From an optimization exercise on the open Yosys and OpenROAD flow, aimed at small area, a short achievable clock period and few clock cycles per item; shortcuts taken in it are not production practice. At most, simulation tests tie the RTL to the original design; equivalence was not proved. No driver is modelled on the clock port, so clocking that relies on it looks cheaper here than on a real chip.

## weight_update
module weight_update #(
  parameter int WWIDTH   = 8,
  parameter int LR_SHIFT = 4,
  parameter int ADDR_L0  = 0,
  parameter int ADDR_L1  = 1
) (
  input  logic               CLK,
  input  logic               RST,
  input  logic               start,
  input  logic signed [8:0]  x0,
  input  logic signed [8:0]  x1,
  input  logic signed [8:0]  x2,
  input  logic signed [8:0]  x3,
  input  logic signed [8:0]  v0,
  input  logic signed [8:0]  v1,
  input  logic signed [8:0]  v2,
  input  logic signed [8:0]  v3,
  input  logic signed [8:0]  v4,
  input  logic signed [8:0]  v5,
  input  logic signed [8:0]  delta_20,
  input  logic signed [8:0]  delta_21,
  input  logic signed [8:0]  delta_22,
  input  logic signed [8:0]  delta_23,
  input  logic signed [8:0]  delta_24,
  input  logic signed [8:0]  delta_25,
  input  logic signed [8:0]  delta_30,
  input  logic signed [8:0]  delta_31,
  output logic               busy,
  output logic               done,
  output logic [3:0]         addr,
  output logic [255:0]       write_data,
  output logic               we,
  input  logic [255:0]       read_data
);
==> flow/config.mk <==
export PLATFORM = sky130hd
export DESIGN_NAME = weight_update
export DESIGN_NICKNAME = weight_update
export VERILOG_FILES = /design/flow/design.v
export SDC_FILE = /design/flow/constraint.sdc
export NUM_CORES = 4
export LEC_CHECK = 0
export CAP_MARGIN = 20
export CORE_MARGIN = 2
export CORE_UTILIZATION = 60
export CTS_BUF_LIST = sky130_fd_sc_hd__clkbuf_8
export SLEW_MARGIN = 20
==> flow/constraint.sdc <==
create_clock -name core_clock -period 10.0 [get_ports {CLK}]
set_input_delay 2.0000 -clock core_clock [delete_from_list [all_inputs] [get_ports {CLK}]]
set_output_delay 2.0000 -clock core_clock [all_outputs]
set_load 0.01 [all_outputs]
standard.sh (not shown) runs the stock make flow with config.mk's settings and CLKGATE_MAP_FILE= SYNTH_SCRIPT=/design/flow/synth_recipe.tcl, a recipe that flattens the netlist after the stock synthesis.
==> flow/flow/run.sh <==
#!/bin/bash
# The standard layout (standard.sh: the standard flow's synthesis and ORFS flow, unchanged), except that
#  - the port buffers that global placement inserts on every input and output are the
#    smallest buffer (buf_1) instead of the tool's default choice (repair may still resize them);
#  - after clock tree synthesis, flow/early_clock.tcl (ORFS's POST_CTS_TCL hook) gives the
#    registers holding the multiply units' operands a shorter clock branch (useful skew for
#    the register-to-register paths through the multiply units; see that file).
set -euo pipefail
export BUFFER_PORTS_ARGS="-buffer_cell sky130_fd_sc_hd__buf_1"
export SETUP_SLACK_MARGIN=6.0
export POST_CTS_TCL="$(pwd)/flow/early_clock.tcl"
bash standard.sh > standard.log 2>&1
Other scripts of this flow, unchanged in this note and not shown: flow/flow/early_clock.tcl
Testbench counts at the start, summed over its fixed seeds: cycles 3,840, items 960.
Then changed:
--- a/flow/design.v
+++ b/flow/design.v
@@ -39,18 +39,20 @@
   wire s3   = (st_q == 2'd3);
   logic [1:0] st_d;
   assign st_d = idle ? (start ? 2'd1 : 2'd0) : st_q + 2'd1;
   always_ff @(posedge CLK or posedge RST) begin
     if (RST) st_q <= 2'd0;
     else     st_q <= st_d;
   end
-  logic sel2_q;
+  logic [5:0] sel2_q;
   always_ff @(posedge CLK or posedge RST) begin
-    if (RST) sel2_q <= 1'b0;
-    else     sel2_q <= s1;
+    if (RST) sel2_q <= '0;
+    else
+      for (int c = 0; c < 6; c++)
+        sel2_q[c] <= s1 || (idle && !start && c[0]) || (s2 && c[1]) || (s3 && c[2]);
   end
   wire [8:0] vp [6];
   assign vp[0] = v0; assign vp[1] = v1; assign vp[2] = v2;
   assign vp[3] = v3; assign vp[4] = v4; assign vp[5] = v5;
   wire [8:0] xp [4];
   assign xp[0] = x0; assign xp[1] = x1; assign xp[2] = x2; assign xp[3] = x3;
   wire [8:0] d2p [6];
@@ -134,28 +136,28 @@
       mt[m] = ubt_q[(m < 4) ? 0 : (m < 6) ? 1 : (m < 8) ? 2 : 3];
       mw[m] = read_data[8*m +: 8];
     end
     for (int n = 0; n < 6; n++) begin
       ma[12+n] = uc_q[n % 2];
       mb[12+n] = d2h_q[n/2];
       mt[12+n] = d2t_q[n/2];
-      mw[12+n] = sel2_q ? read_data[8*(4*(3+n/2) + 2*(n%2) + 1) +: 8] : 8'd0;
+      mw[12+n] = sel2_q[n] ? read_data[8*(4*(3+n/2) + 2*(n%2) + 1) +: 8] : 8'd0;
     end
   end
   logic [7:0] e_q [6];
   always_ff @(posedge CLK) begin
     for (int n = 0; n < 6; n++) e_q[n] <= mo[12+n];
   end
   logic [255:0] w_d, w_q;
   always_comb begin
     w_d = read_data;
     for (int m = 0; m < 18; m++) w_d[8*m +: 8] = mo[m];
     for (int n = 0; n < 6; n++) begin
-      w_d[8*(4*(3+n/2) + 2*(n%2))     +: 8] = read_data[8*(4*(3+n/2) + 2*(n%2)) +: 8] + (sel2_q ? e_q[n] : 8'd0);
-      w_d[8*(4*(3+n/2) + 2*(n%2) + 1) +: 8] = sel2_q ? mo[12+n] : read_data[8*(4*(3+n/2) + 2*(n%2) + 1) +: 8];
+      w_d[8*(4*(3+n/2) + 2*(n%2))     +: 8] = read_data[8*(4*(3+n/2) + 2*(n%2)) +: 8] + (sel2_q[n] ? e_q[n] : 8'd0);
+      w_d[8*(4*(3+n/2) + 2*(n%2) + 1) +: 8] = sel2_q[n] ? mo[12+n] : read_data[8*(4*(3+n/2) + 2*(n%2) + 1) +: 8];
     end
   end
   always_ff @(posedge CLK) w_q <= w_d;
   assign write_data = w_q;
   logic busy_q, done_q, we_q, rd0_q;
   always_ff @(posedge CLK or posedge RST) begin
     if (RST) begin
@@ -321,10 +323,46 @@
   assign c71 = (s54 & c53) | (s54 & wn[6]) | (c53 & wn[6]);
   wire s72;
   wire c73;
   assign s72 = s56 ^ c55 ^ wn[7];
   assign c73 = (s56 & c55) | (s56 & wn[7]) | (c55 & wn[7]);
   wire [11:0] r0 = {s72, s70, s68, s66, s64, s62, s60, wn[0], ea[9], pp3, pp2, pp1};
   wire [11:0] r1 = {c71, c69, c67, c65, c63, c61, c59, s58, s40, 1'b0, 1'b0, ea[4]};
-  wire [11:0] sum = r0 + r1;
+  wire [11:0] sum;
+  wire [11:0] g = r0 & r1;
+  wire [11:0] p = r0 ^ r1;
+  wire c4 = g[3] | (p[3] & (g[2] | (p[2] & (g[1] | (p[1] & g[0])))));
+  wire G1 = g[5] | (p[5] & g[4]);
+  wire P1 = p[5] & p[4];
+  wire G2 = g[7] | (p[7] & g[6]);
+  wire P2 = p[7] & p[6];
+  wire G3 = g[9] | (p[9] & g[8]);
+  wire P3 = p[9] & p[8];
+  wire G4 = g[11] | (p[11] & g[10]);
+  wire P4 = p[11] & p[10];
+  wire G5 = g[6] | (p[6] & G1);
+  wire P5 = p[6] & P1;
+  wire G6 = G2 | (P2 & G1);
+  wire P6 = P2 & P1;
+  wire G7 = g[10] | (p[10] & G3);
+  wire P7 = p[10] & P3;
+  wire G8 = G4 | (P4 & G3);
+  wire P8 = P4 & P3;
+  wire G9 = g[8] | (p[8] & G6);
+  wire P9 = p[8] & P6;
+  wire G10 = G3 | (P3 & G6);
+  wire P10 = P3 & P6;
+  wire G11 = G7 | (P7 & G6);
+  wire P11 = P7 & P6;
+  wire G12 = G8 | (P8 & G6);
+  wire P12 = P8 & P6;
+  assign sum[4] = p[4] ^ c4;
+  assign sum[5] = p[5] ^ (g[4] | (p[4] & c4));
+  assign sum[6] = p[6] ^ (G1 | (P1 & c4));
+  assign sum[7] = p[7] ^ (G5 | (P5 & c4));
+  assign sum[8] = p[8] ^ (G6 | (P6 & c4));
+  assign sum[9] = p[9] ^ (G9 | (P9 & c4));
+  assign sum[10] = p[10] ^ (G10 | (P10 & c4));
+  assign sum[11] = p[11] ^ (G11 | (P11 & c4));
+  assign sum[3:0] = 4'd0;
   assign o = ~sum[11:4];
 endmodule
Outcome: Die area went up slightly; worst setup slack gains 0.26 ns; routed wire length went down by a few percent; final cell count hardly moves; sequential share of layout area went up by 0.34 points.
For the second run of this note, only the layout was checked, not whether the RTL still works.

==> re-timing with driven ports <==
The results above use ideal ports. As a check the final layouts listed here were re-extracted and re-timed, cells and wires unchanged.
Step 1: set_driving_cell puts a clkbuf_16 on CLK and a buf_2 on each other input, an assumption about the parent block.
Step 2, shift: input delay + t, output delay - t, t = (earliest + latest rising clock arrival at the registers) / 2. This alone moves slack from input paths to output paths.
Slacks: ideal ports / drivers / drivers and shift; pairs: ideal ports / drivers.
run | t (ns) | slack for setup (ns) | worst setup path after step 2 | latest minus earliest clock arrival (ns) | slew at the worst register clock pin (ns)
the first run | 0.681 | 5.930 / 5.930 / 5.499 | input to register | 0.491 / 0.491 | 0.07 / 0.07
the second run | 0.691 | 6.188 / 6.188 / 5.570 | input to register | 0.434 / 0.434 | 0.07 / 0.07
In the first run and the second run the clock reaches the registers at very different times; t lies between them, and the last value is a rough guide only. The setup slack of the second run, which loses most, moves by 0.000 ns with the drivers and by -0.618 ns with both steps.
